This is an optimization exercise on Yosys and OpenROAD, whose aim is small area and a short achievable clock period, not a production implementation.
The RTL was checked by simulation tests, not by an equivalence proof against the original design.
Power is estimated from default activity; no workload was simulated.

## flow/run.sh

```bash
#!/bin/bash
# synth_recipe.tcl (not shown) runs the flow's synth.tcl, then flattens the netlist and writes it again
# the make line also repeats each setting of config.mk as NAME=value (left out here)
make -C /OpenROAD-flow-scripts/flow DESIGN_CONFIG=/design/flow/config.mk WORK_HOME=/design/flow/orfs CLKGATE_MAP_FILE= SYNTH_SCRIPT=/design/flow/synth_recipe.tcl finish
```

## flow/constraint.sdc

```tcl
create_clock -name core_clock -period 6.5 [get_ports {clk}]
set_input_delay 1.3000 -clock core_clock [delete_from_list [all_inputs] [get_ports {clk}]]
set_output_delay 1.3000 -clock core_clock [all_outputs]
set_load 0.01 [all_outputs]
```

## flow/design.v

```verilog
package regfile_mp_sb_pkg;
  localparam int RF_DATA_W   = 32;
  localparam int RF_ADDR_W   = 5;
  localparam int RF_NUM_RD   = 2;
  localparam int RF_ZERO_IDX = 0;
  typedef logic [RF_ADDR_W-1:0] rf_addr_t;
  typedef logic [RF_DATA_W-1:0] rf_data_t;
  typedef struct packed {
    rf_addr_t rs;
    rf_addr_t rt;
  } rf_rd_req_t;
  typedef struct packed {
    rf_data_t rs_val;
    rf_data_t rt_val;
  } rf_rd_rsp_t;
endpackage
module regfile_rd_port #(
  parameter int DATA_W   = regfile_mp_sb_pkg::RF_DATA_W,
  parameter int ADDR_W   = regfile_mp_sb_pkg::RF_ADDR_W,
  parameter int ZERO_REG = 1,
  parameter int BYPASS   = 1
) (
  input  logic [ADDR_W-1:0]                   raddr,
  input  logic [2**ADDR_W-1:0][DATA_W-1:0]    regs,
  input  logic [2**ADDR_W-1:0]                busy,
  input  logic                                wren,
  input  logic [ADDR_W-1:0]                   waddr,
  input  logic [DATA_W-1:0]                   wdata,
  output logic [DATA_W-1:0]                   rdata,
  output logic                                rbusy
);
  always_comb begin
    rdata = regs[raddr];
    rbusy = busy[raddr];
    if (BYPASS != 0 && wren && waddr == raddr) begin
      rdata = wdata;
      rbusy = 1'b0;
    end
    if (ZERO_REG != 0 && raddr == ADDR_W'(regfile_mp_sb_pkg::RF_ZERO_IDX)) begin
      rdata = '0;
      rbusy = 1'b0;
    end
  end
endmodule
module regfile_mp_sb #(
  parameter int DATA_W   = regfile_mp_sb_pkg::RF_DATA_W,
  parameter int ADDR_W   = regfile_mp_sb_pkg::RF_ADDR_W,
  parameter int NUM_RD   = regfile_mp_sb_pkg::RF_NUM_RD,
  parameter int ZERO_REG = 1,
  parameter int BYPASS   = 1
) (
  input  logic                     clk,
  input  logic                     rst_n,
  input  logic [NUM_RD*ADDR_W-1:0] raddr,
  output logic [NUM_RD*DATA_W-1:0] rdata,
  output logic [NUM_RD-1:0]        rbusy,
  input  logic                     wren,
  input  logic [ADDR_W-1:0]        waddr,
  input  logic [DATA_W-1:0]        wdata,
  input  logic                     alloc_en,
  input  logic [ADDR_W-1:0]        alloc_addr,
  input  logic                     flush,
  output logic [ADDR_W:0]          busy_cnt
);
  localparam int DEPTH = 2**ADDR_W;
  logic [DEPTH-1:0][DATA_W-1:0] regs;
  logic [DEPTH-1:0]  busy;
  logic [DEPTH-1:0]  busy_nxt;
  logic [ADDR_W:0]   busy_cnt_q;
  logic [ADDR_W:0]   cnt_nxt;
  logic              wr_ok;
  logic              alloc_ok;
  assign wr_ok    = wren && !(ZERO_REG != 0 && waddr == ADDR_W'(regfile_mp_sb_pkg::RF_ZERO_IDX));
  assign alloc_ok = alloc_en && !(ZERO_REG != 0 && alloc_addr == ADDR_W'(regfile_mp_sb_pkg::RF_ZERO_IDX));
  always_ff @(posedge clk or negedge rst_n) begin
    if (!rst_n) begin
      regs <= '0;
    end else if (wr_ok) begin
      regs[waddr] <= wdata;
    end
  end
  always_comb begin
    busy_nxt = flush ? '0 : busy;
    if (wren) busy_nxt[waddr] = 1'b0;
    if (alloc_ok) busy_nxt[alloc_addr] = 1'b1;
    cnt_nxt = '0;
    for (int i = 0; i < DEPTH; i++) cnt_nxt = cnt_nxt + {{ADDR_W{1'b0}}, busy_nxt[i]};
  end
  always_ff @(posedge clk or negedge rst_n) begin
    if (!rst_n) begin
      busy       <= '0;
      busy_cnt_q <= '0;
    end else begin
      busy       <= busy_nxt;
      busy_cnt_q <= cnt_nxt;
    end
  end
  assign busy_cnt = busy_cnt_q;
  for (genvar k = 0; k < NUM_RD; k++) begin : g_rd
    regfile_rd_port #(
      .DATA_W  (DATA_W),
      .ADDR_W  (ADDR_W),
      .ZERO_REG(ZERO_REG),
      .BYPASS  (BYPASS)
    ) u_rd (
      .raddr(raddr[k*ADDR_W +: ADDR_W]),
      .regs (regs),
      .busy (busy),
      .wren (wren),
      .waddr(waddr),
      .wdata(wdata),
      .rdata(rdata[k*DATA_W +: DATA_W]),
      .rbusy(rbusy[k])
    );
  end
endmodule
```

## flow/config.mk

```make
export PLATFORM = sky130hd
export DESIGN_NAME = regfile_mp_sb
export DESIGN_NICKNAME = regfile_mp_sb
export VERILOG_FILES = /design/flow/design.v
export SDC_FILE = /design/flow/constraint.sdc
export NUM_CORES = 4
export LEC_CHECK = 0
export CAP_MARGIN = 20
export CORE_MARGIN = 2
export CORE_UTILIZATION = 40
export PLACE_DENSITY = 0.6
export SLEW_MARGIN = 20
```

==> out/qor.csv, run 1 <==
metric,value,unit
status,"complete, no violations",
CTS buffer count,114,
slowest CP cell,fa_1,
Die ar.,150000,um2
dpl cell area,63000,um2
largest cells by area after synthesis,"dfrtp_1 (45%), mux2_2 (20%), mux4_2 (16%)",
Via Count,39900,
post-synth top area share,0.453,
final setup vio count,0,
Chip Height,387,um
Antenna Nets Post-Route,0,
Detailed Routing Iterations Pass 1,5,
fraction of layout cells with a size suffix above 1,0.479,
Crit Path Class,in -> reg,
DRC Markers,0,
Tcrit/Tclk final,0.974,
"Net Count, Synth",4277,
worst reg2reg path depth,16,
sequential area share after synthesis,0.453,
Worst R2R Start,busy[0],
HPWL after DPL,125000,um
worst hold path class,reg -> reg,
final critical-path required period,6.33,ns
Synth area leader,dfrtp_1,
GPL Wtd Cong,0.875,
final hold viol count,0,
Non-Filler Instances,6272,
R2R Setup Slk,1.45,ns
Worst Path Arrival,6.97,ns
Max rail drop VDD,0.200,mV
headroom to the max-slew limit,0.200,
final layout net count,4355,
number of max-cap violations,0,
R2R Path End,busy_cnt_q[4],
Placed Cells,6045,
vias in the first global route,41000,
"most common cell after layout, fill and taps aside",dfrtp_1,
Post-CTS Hold Buffers,0,
"Avg Cell Area, Syn",14.0,um2
routed wl met3,15600,um
Num Clock Sinks,1062,
Cells after Synth,4181,
Metal-1 WL,85200,um
Die W,387,um
most frequent CP cell,fa_1,
WL final,200000,um
Post-synth EDFFs,0,
GRT overflow,0,
first-pass GRT wire length,292000,um
Area Growth Syn to Fin,14.6,%
htree depth,3,
Final Instance Area,67200,um2
most frequent cells in the layout,"dfrtp_1 (1,062), mux2_2 (1,060), mux4_2 (424)",
1st-iter DRT viols,3935,
Clock Root Buffer,clkbuf_16,
Worst Setup Start Kind,input pin,
"Largest stage delay, worst path",0.54,ns
hold_sp,regs[22],
Max Buffers Root-to-Sink,3,
Avg WL per Cell,31.8,um
Vias/cell,6.35,
io pins,129,
wire length on met2,91600,um
Crit. End Element,register,
"flops & latches, synth",1062,
ys flop type,dfrtp_1,
largest net degree at the start of global routing,154,
Max Fanout on Critical Path,5,
Worst Clk Skew,0.0300,ns
GRT Overall Usage,0.265,
Hold Path Sink,regs[22],
Fmax,158,MHz
Critical Path RT,7.14,ns
leakage,29.5,nW
top layer in use,met5,
CTS tree,built,
max-slew violations,0,
Core ar.,146000,um2
post-synthesis async set-or-reset flop share,1.00,
Power Density,314,nW/um2
clock slew at reported path FFs,0.06,ns
mapped cell area,58600,um2
synth warn,2,
row count,140,
Yosys cell types,71,
Worst-Margin Slew,1.19,ns
initial antenna violation count,6,
clock latency at the later pin of the worst-skew pair,0.75,ns
I/O Buffers,128,
Initial Util,0.403,
Worst Hold Path Cells,0,
-- state kept, by name, summed over array words and instances, names as in the netlist --
signal	flops
regs	1024
busy	32
busy_cnt_q	6
-- report_power, final --
group	total [mW]	switching, mW	leakage, nW	internal, mW
Combinational	4.97	2.01	13.7	2.96
Clock	6.84	2.86	1.96	3.98
Sequential	9.28	1.10	13.8	8.18
-- cells by family (layout without fill, tap and decap cells) --
group / after synthesis / count (layout) / synth area share
AOI/OAI and AO/OA: 497 / 497 / 0.0608
and+or+nand+nor: 387 / 387 / 0.0340
xor gates and xnor gates: 19 / 19 / 0.00284
muxes: 1679 / 1679 / 0.400
adders and majority gates: 39 / 39 / 0.0114
buffers and inverters: 498 / 668 / 0.0379
DFF: 1062 / 1062 / 0.453
other: 0 / 4 / 0
-- layout make-up --
cell class              instances  area (um2)
fillers                     12900       78300
multi-input cells            2621       30200
flip-flops and latches       1062       26600
repair buffers                410        3920
clock buffers                 161        3360
well taps                    1917        2400
clock inverters                47         527
inverters                      50         201
diodes                          4        10.0
-- worst max path at each step --
stage	end	depth (start not counted)	slack (ns)	from
2_1_floorplan	busy_cnt_q[4]	24	-0.36	waddr[1]
3_3_place_gp	busy_cnt_q[4]	25	-0.95	waddr[1]
3_5_place_dp	busy_cnt_q[4]	25	-1.05	waddr[1]
4_1_cts	busy_cnt_q[4]	23	0.003	waddr[2]
5_1_grt	busy_cnt_q[4]	25	-0.03	alloc_addr[1]
6_report	busy_cnt_q[4]	25	0.17	waddr[0]
-- worst max-delay path: cells and delay by family --
family	cells	cell delay (ns)
AND/OR/NAND/NOR	4	0.46
XOR/XNOR	1	0.12
buffers and inverters	6	0.39
adder cells (fa/ha/maj)	10	3.94
AO/OA/AOI/OAI	4	0.76
-- synth_stat cells (7+ instances only) --
cell,instances
inv_1,49
xnor2_1,12
nor3_1,30
o22ai_1,84
or3_1,11
nor2_1,87
mux4_2,424
a221oi_1,61
o221ai_1,24
a21oi_1,23
and3_1,9
a22o_1,23
a21o_1,17
a211oi_1,14
ha_1,15
buf_2,143
a22oi_1,42
buf_1,31
mux2_2,1060
o21ai_0,88
buf_4,46
nand2_1,90
a2111oi_0,11
clkbuf_1,228
nor3b_1,7
fa_1,24
nand3_1,45
nor2b_1,21
or2_2,11
mux2_1,13
dfrtp_1,1062
o2bb2ai_1,7
nor4_1,22
o22a_1,15
o211ai_1,31
nand2b_1,13
xor2_1,7
and2_1,7
o21a_1,13
mux2i_1,182
-- metrics by stage --
stage | utilization | setup WS, ns | setup TNS [ns] | hold WS [ns] | power (mW)
finish | 0.462 | 0.172 | 0 | 0.393 | 21.1
global route | 0.462 | -0.0340 | -0.0340 | 0.407 | 22.0
floorplan | - | -0.355 | -0.923 | 0.441 | 12.6
CTS | 0.460 | 0.00298 | 0 | 0.398 | 21.1
global placement | 0.433 | -0.955 | -4.45 | 0.377 | 14.1
detailed placement | 0.433 | -1.05 | -4.93 | 0.382 | 14.3
-- routing by layer --
metal,up-vias,global-route usage
met1,21500,0.371
met2,1681,0.408
met3,375,0.0547
met4,4,0.0912
met5,-,0
li1,16200,-
-- repair_timing --
| action | in CTS | in global routing |
|---|---|---|
| endpoints found under the setup margin | 5 | 4 |
| pin swaps | 20 | 27 |
| gates resized for setup | 19 | 60 |
| buffers inserted | 8 | 7 |
| cloned | 0 | 0 |
==> run 2: changes to the inputs <==
==> flow/design.v (replaced) <==
package regfile_mp_sb_pkg;
  localparam int RF_DATA_W   = 32;
  localparam int RF_ADDR_W   = 5;
  localparam int RF_NUM_RD   = 2;
  localparam int RF_ZERO_IDX = 0;
  typedef logic [RF_ADDR_W-1:0] rf_addr_t;
  typedef logic [RF_DATA_W-1:0] rf_data_t;
  typedef struct packed {
    rf_addr_t rs;
    rf_addr_t rt;
  } rf_rd_req_t;
  typedef struct packed {
    rf_data_t rs_val;
    rf_data_t rt_val;
  } rf_rd_rsp_t;
endpackage
module regfile_rd_port #(
  parameter int DATA_W = regfile_mp_sb_pkg::RF_DATA_W,
  parameter int DEPTH  = 32
) (
  input  logic [DEPTH-1:1][DATA_W-1:0] regs,
  input  logic [DEPTH-1:1]             sel,
  input  logic [DEPTH-1:1]             selv,
  input  logic [DEPTH-1:1]             busy,
  input  logic                         byp,
  input  logic [DATA_W-1:0]            wdata,
  output logic [DATA_W-1:0]            rdata,
  output logic                         rbusy
);
  always_comb begin
    rdata = byp ? wdata : '0;
    rbusy = 1'b0;
    for (int i = 1; i < DEPTH; i++) begin
      rdata = rdata | (regs[i] & {DATA_W{selv[i]}});
      rbusy = rbusy | (busy[i] & sel[i]);
    end
  end
endmodule
module regfile_mp_sb #(
  parameter int DATA_W   = regfile_mp_sb_pkg::RF_DATA_W,
  parameter int ADDR_W   = regfile_mp_sb_pkg::RF_ADDR_W,
  parameter int NUM_RD   = regfile_mp_sb_pkg::RF_NUM_RD
) (
  input  logic                     clk,
  input  logic                     rst_n,
  input  logic [NUM_RD*ADDR_W-1:0] raddr,
  output logic [NUM_RD*DATA_W-1:0] rdata,
  output logic [NUM_RD-1:0]        rbusy,
  input  logic                     wren,
  input  logic [ADDR_W-1:0]        waddr,
  input  logic [DATA_W-1:0]        wdata,
  input  logic                     alloc_en,
  input  logic [ADDR_W-1:0]        alloc_addr,
  input  logic                     flush,
  output logic [ADDR_W:0]          busy_cnt
);
  localparam int DEPTH = 2**ADDR_W;
  logic [DEPTH-1:1][DATA_W-1:0] regs;
  logic [DEPTH-1:1] valid;
  logic [DEPTH-1:1] busy;
  logic [DEPTH-1:1] busy_nxt;
  logic [DEPTH-1:1] busy_ret;
  logic [DEPTH-1:1] wdec;
  logic [DEPTH-1:1] adec;
  logic [ADDR_W:0]  busy_cnt_q;
  logic [ADDR_W:0]  cnt_nxt;
  logic             cnt_inc;
  logic             cnt_dec;
  logic             alloc_any;
  always_comb begin
    for (int i = 1; i < DEPTH; i++) begin
      wdec[i] = wren && (waddr == ADDR_W'(i));
      adec[i] = alloc_en && (alloc_addr == ADDR_W'(i));
    end
  end
  always_ff @(posedge clk) begin
    for (int i = 1; i < DEPTH; i++)
      if (wdec[i]) regs[i] <= wdata;
  end
  always_ff @(posedge clk or negedge rst_n) begin
    if (!rst_n) valid <= '0;
    else        valid <= valid | wdec;
  end
  assign busy_ret  = busy & ~wdec;
  assign busy_nxt  = (flush ? '0 : busy_ret) | adec;
  assign cnt_dec   = |(busy & wdec);
  assign cnt_inc   = |(adec & ~busy_ret);
  assign alloc_any = |adec;
  always_comb begin
    if (flush)
      cnt_nxt = {{ADDR_W{1'b0}}, alloc_any};
    else if (cnt_inc && !cnt_dec)
      cnt_nxt = busy_cnt_q + 1'b1;
    else if (cnt_dec && !cnt_inc)
      cnt_nxt = busy_cnt_q - 1'b1;
    else
      cnt_nxt = busy_cnt_q;
  end
  always_ff @(posedge clk or negedge rst_n) begin
    if (!rst_n) begin
      busy       <= '0;
      busy_cnt_q <= '0;
    end else begin
      busy       <= busy_nxt;
      busy_cnt_q <= cnt_nxt;
    end
  end
  assign busy_cnt = busy_cnt_q;
  for (genvar k = 0; k < NUM_RD; k++) begin : g_rd
    logic [ADDR_W-1:0] a;
    logic [DEPTH-1:1]  rdec;
    logic [DEPTH-1:1]  sel;
    logic [DEPTH-1:1]  selv;
    logic              byp;
    assign a = raddr[k*ADDR_W +: ADDR_W];
    always_comb begin
      for (int i = 1; i < DEPTH; i++) rdec[i] = (a == ADDR_W'(i));
    end
    assign sel  = rdec & ~wdec;
    assign selv = sel & valid;
    assign byp  = |(rdec & wdec);
    regfile_rd_port #(
      .DATA_W(DATA_W),
      .DEPTH (DEPTH)
    ) u_rd (
      .regs (regs),
      .sel  (sel),
      .selv (selv),
      .busy (busy),
      .byp  (byp),
      .wdata(wdata),
      .rdata(rdata[k*DATA_W +: DATA_W]),
      .rbusy(rbusy[k])
    );
  end
endmodule
==> out/qor.csv, run 2 <==
metric,value,unit,change
routed wl met3,40000,um,+160%
setup tns final,-0.0682,ns,-0.0682 ns
Core ar.,114000,um2,-21%
synth cell count leaders,"edfxtp_1 (992), a221oi_1 (326), a22o_1 (323), a22oi_1 (255), clkbuf_1 (188)",,
"Net Count, Synth",3224,,-25%
Num Clock Sinks,1060,,-0.19%
Max Fanout on Critical Path,13,,+8
vias in the first global route,37200,,-9.2%
Via Count,39800,,-0.23%
Antenna Nets Post-Route,0,,unchanged
most frequent cells in the layout,"edfxtp_1 (992), a221oi_1 (324), a22o_1 (323)",,
Detailed Routing Iterations Pass 1,12,,+7
Worst Path Arrival,5.26,ns,-1.71 ns
number of setup buffers added after CTS,0,,-8
wire length on met2,93900,um,+2.5%
ys flop type,edfxtp_1,,
Die W,344,um,-11%
Worst Setup SP,waddr[2],,
initial antenna violation count,8,,+2
I/O Buffers,128,,unchanged
post-synth top area share,0.646,,+0.192
Crit. End Element,output pin,,
io pins,129,,unchanged
final hold viol count,0,,unchanged
row count,124,,-11%
Post-synth EDFFs,992,,+992
CTS tree,built,,
Max rail drop VDD,0.264,mV,+32%
mapped cell area,46100,um2,-21%
final layout net count,3575,,-18%
dpl cell area,52400,um2,-17%
Avg WL per Cell,45.3,um,+42%
max-slew violations,0,,unchanged
GPL Wtd Cong,0.993,,+13%
Crit Path Class,in -> out,,
leakage,18.6,nW,-37%
GRT overflow,0,,unchanged
worst hold path class,reg -> reg,,
top layer in use,met5,,
Placed Cells,4914,,-19%
violated checks,negative setup slack,,
status,finished with violations,,
largest cells by area after synthesis,"edfxtp_1 (65%), a221oi_1 (6.2%), a22o_1 (6.1%)",,
Die ar.,118000,um2,-21%
CTS buffer count,109,,-4.4%
Power Density,280,nW/um2,-11%
Clock Root Buffer,clkbuf_16,,
Worst R2R Start,busy[9],,
Fmax,153,MHz,-3.5%
max reg flops,992,,-3.1%
number of max-cap violations,0,,unchanged
Post-CTS Hold Buffers,0,,unchanged
final setup vio count,2,,+2
biggest registers after layout,"regs: 992 flops, busy: 31 flops, valid: 31 flops",,
"most common cell after layout, fill and taps aside",edfxtp_1,,
GRT Overall Usage,0.383,,+0.119
HPWL after DPL,129000,um,+3.7%
hold_sp,valid[10],,
Max Buffers Root-to-Sink,3,,unchanged
Critical Path RT,5.20,ns,-1.94 ns
first-pass GRT wire length,311000,um,+6.5%
fraction of layout cells with a size suffix above 1,0.192,,-0.286
Final Instance Area,56200,um2,-16%
clock latency at the later pin of the worst-skew pair,0.71,ns,-0.04 ns
Yosys cell types,85,,+20%
1st-iter DRT viols,9179,,+130%
largest net degree at the start of global routing,69,,-55%
most instantiated library cell after synthesis,edfxtp_1,,
Area Growth Syn to Fin,21.9,%,
sequential area share after synthesis,0.682,,+0.229
Initial Util,0.404,,+0.000679
final critical-path required period,6.56,ns,+0.229 ns
Largest Register,regs,,
synth warn,2,,unchanged
Vias/cell,7.76,,+22%
Worst Clk Skew,0.0151,ns,-0.0149 ns
post-synthesis async set-or-reset flop share,0.0642,,-0.936
Metal-1 WL,78200,um,-8.3%
"flops & latches, synth",1060,,-0.19%
htree depth,3,,unchanged
Worst Setup Start Kind,input pin,,
"Power, Total",15.8,mW,-25%
Worst-Margin Slew,1.29,ns,+0.104 ns
# fillers,9680,,-25%
headroom to the max-slew limit,0.133,,-0.0667
clock slew at reported path FFs,0.06,ns,about the same
Cells after Synth,3162,,-24%
RSZ-0062 raised after global routing,false,,
final worst slack,-0.0573,ns,-0.229 ns
Non-Filler Instances,5124,,-18%
Tcrit/Tclk final,1.01,,+0.0353
WL final,232000,um,+16%
pre-CTS WS,-0.384,ns,+0.666 ns
DRC Markers,0,,unchanged
Chip Height,344,um,-11%
Synth area leader,edfxtp_1,,
"Avg Cell Area, Syn",14.6,um2,+4.0%
==> run 2: power by group <==
part           switching (mW)  internal, mW
logic                   0.904         0.565
clock network            2.85          3.77
registers              0.0841          7.60
==> run 2: worst max-delay path, stage by stage <==
cell and delay, ns:
dlygate4sd2_1 0.54, nand4b_4 0.25, o21ai_0 0.12, buf_4 0.17
nor3_2 1.02, buf_4 0.53, a22o_1 0.23, a221oi_1 0.05
nand4_1 0.13, a211o_1 0.29, clkdlybuf4s50_1 0.62
==> run 2: layout make-up <==
type / count / area [um2] / share of cell area
diodes: 6 / 15.0 / 0.000267
clock buffers: 125 / 2790 / 0.0496
clock inverters: 79 / 931 / 0.0166
inverters: 57 / 216 / 0.00385
multi-input cells: 1783 / 13900 / 0.248
flip-flops and latches: 1060 / 31500 / 0.560
well taps: 1512 / 1890 / 0.0336
repair buffers: 502 / 4980 / 0.0886
==> run 2: final timing paths <==
path | endpoint | depth (start not counted) | slack (ns)
max | rdata[19] | 11 | -0.06
min | valid[10] | 1 | 0.46
max reg2reg | busy_cnt_q[3] | 13 | 2.65
min reg2reg | valid[10] | 1 | 0.46
max in group asynchronous | valid[12] | 1 | 5.08
min in group asynchronous | busy[5] | 1 | 0.73
==> run 2: metrics by stage <==
| stage | hold WS (ns) | util |
|---|---|---|
| 2_1_floorplan | 0.426 | - |
| 3_3_place_gp | 0.446 | 0.458 |
| 3_5_place_dp | 0.445 | 0.458 |
| 4_1_cts | 0.463 | 0.491 |
| 5_1_grt | 0.470 | 0.492 |
| 6_report | 0.462 | 0.492 |
==> run 2: per-layer routing <==
metal | GRT usage | vias to the layer above
met2 | 0.547 | 4656
met3 | 0.151 | 1384
met5 | 0.0128 | -
met4 | 0.234 | 18
li1 | - | 14500
met1 | 0.488 | 19200
==> run 2: kinds of logic (layout without fill, tap and decap cells) <==
kind of cell    after synthesis  count (layout)  synth area share
other cells                   0               6                 0
compound gates             1223            1223             0.215
flops                      1060            1060             0.682
xor+xnor                      5               5           0.00125
buf+inv                     319             763            0.0287
mux                          13              13           0.00301
fa+ha+maj                     5               5           0.00152
simple gates                537             537            0.0682
==> run 2: repair_timing <==
item	in CTS	in global routing
gates cloned	0	0
setup endpoints to repair	20	16
pin swaps	0	2
resized for setup	11	18

what the ideal ports hide:
Ports are ideal in the flow. The routed layouts listed here were re-timed in OpenROAD.
Step 1 assumes that a clkbuf_16 drives the clock port and a buf_2 every other input.
Step 2, shift: input delay + t, output delay - t, t = (earliest + latest rising clock arrival at the registers) / 2. This alone moves slack from input paths to output paths.
Three values: ideal ports, drivers, drivers and shift; two values: the first two.
| run | t, ns | slack for setup (ns) | worst setup path at the end | worst data-port slew with drivers (ns) |
|---|---|---|---|---|
| run 1 | 0.810 | 0.172 / 0.213 / -0.597 | input to register | 0.14 |
| run 2 | 0.789 | -0.057 / -0.076 / -0.076 | input to output | 0.10 |
Met with ideal ports but missed after step 2: setup timing in run 1. The setup slack of run 1, which loses most, moves by +0.041 ns with the drivers and by -0.769 ns with both steps.
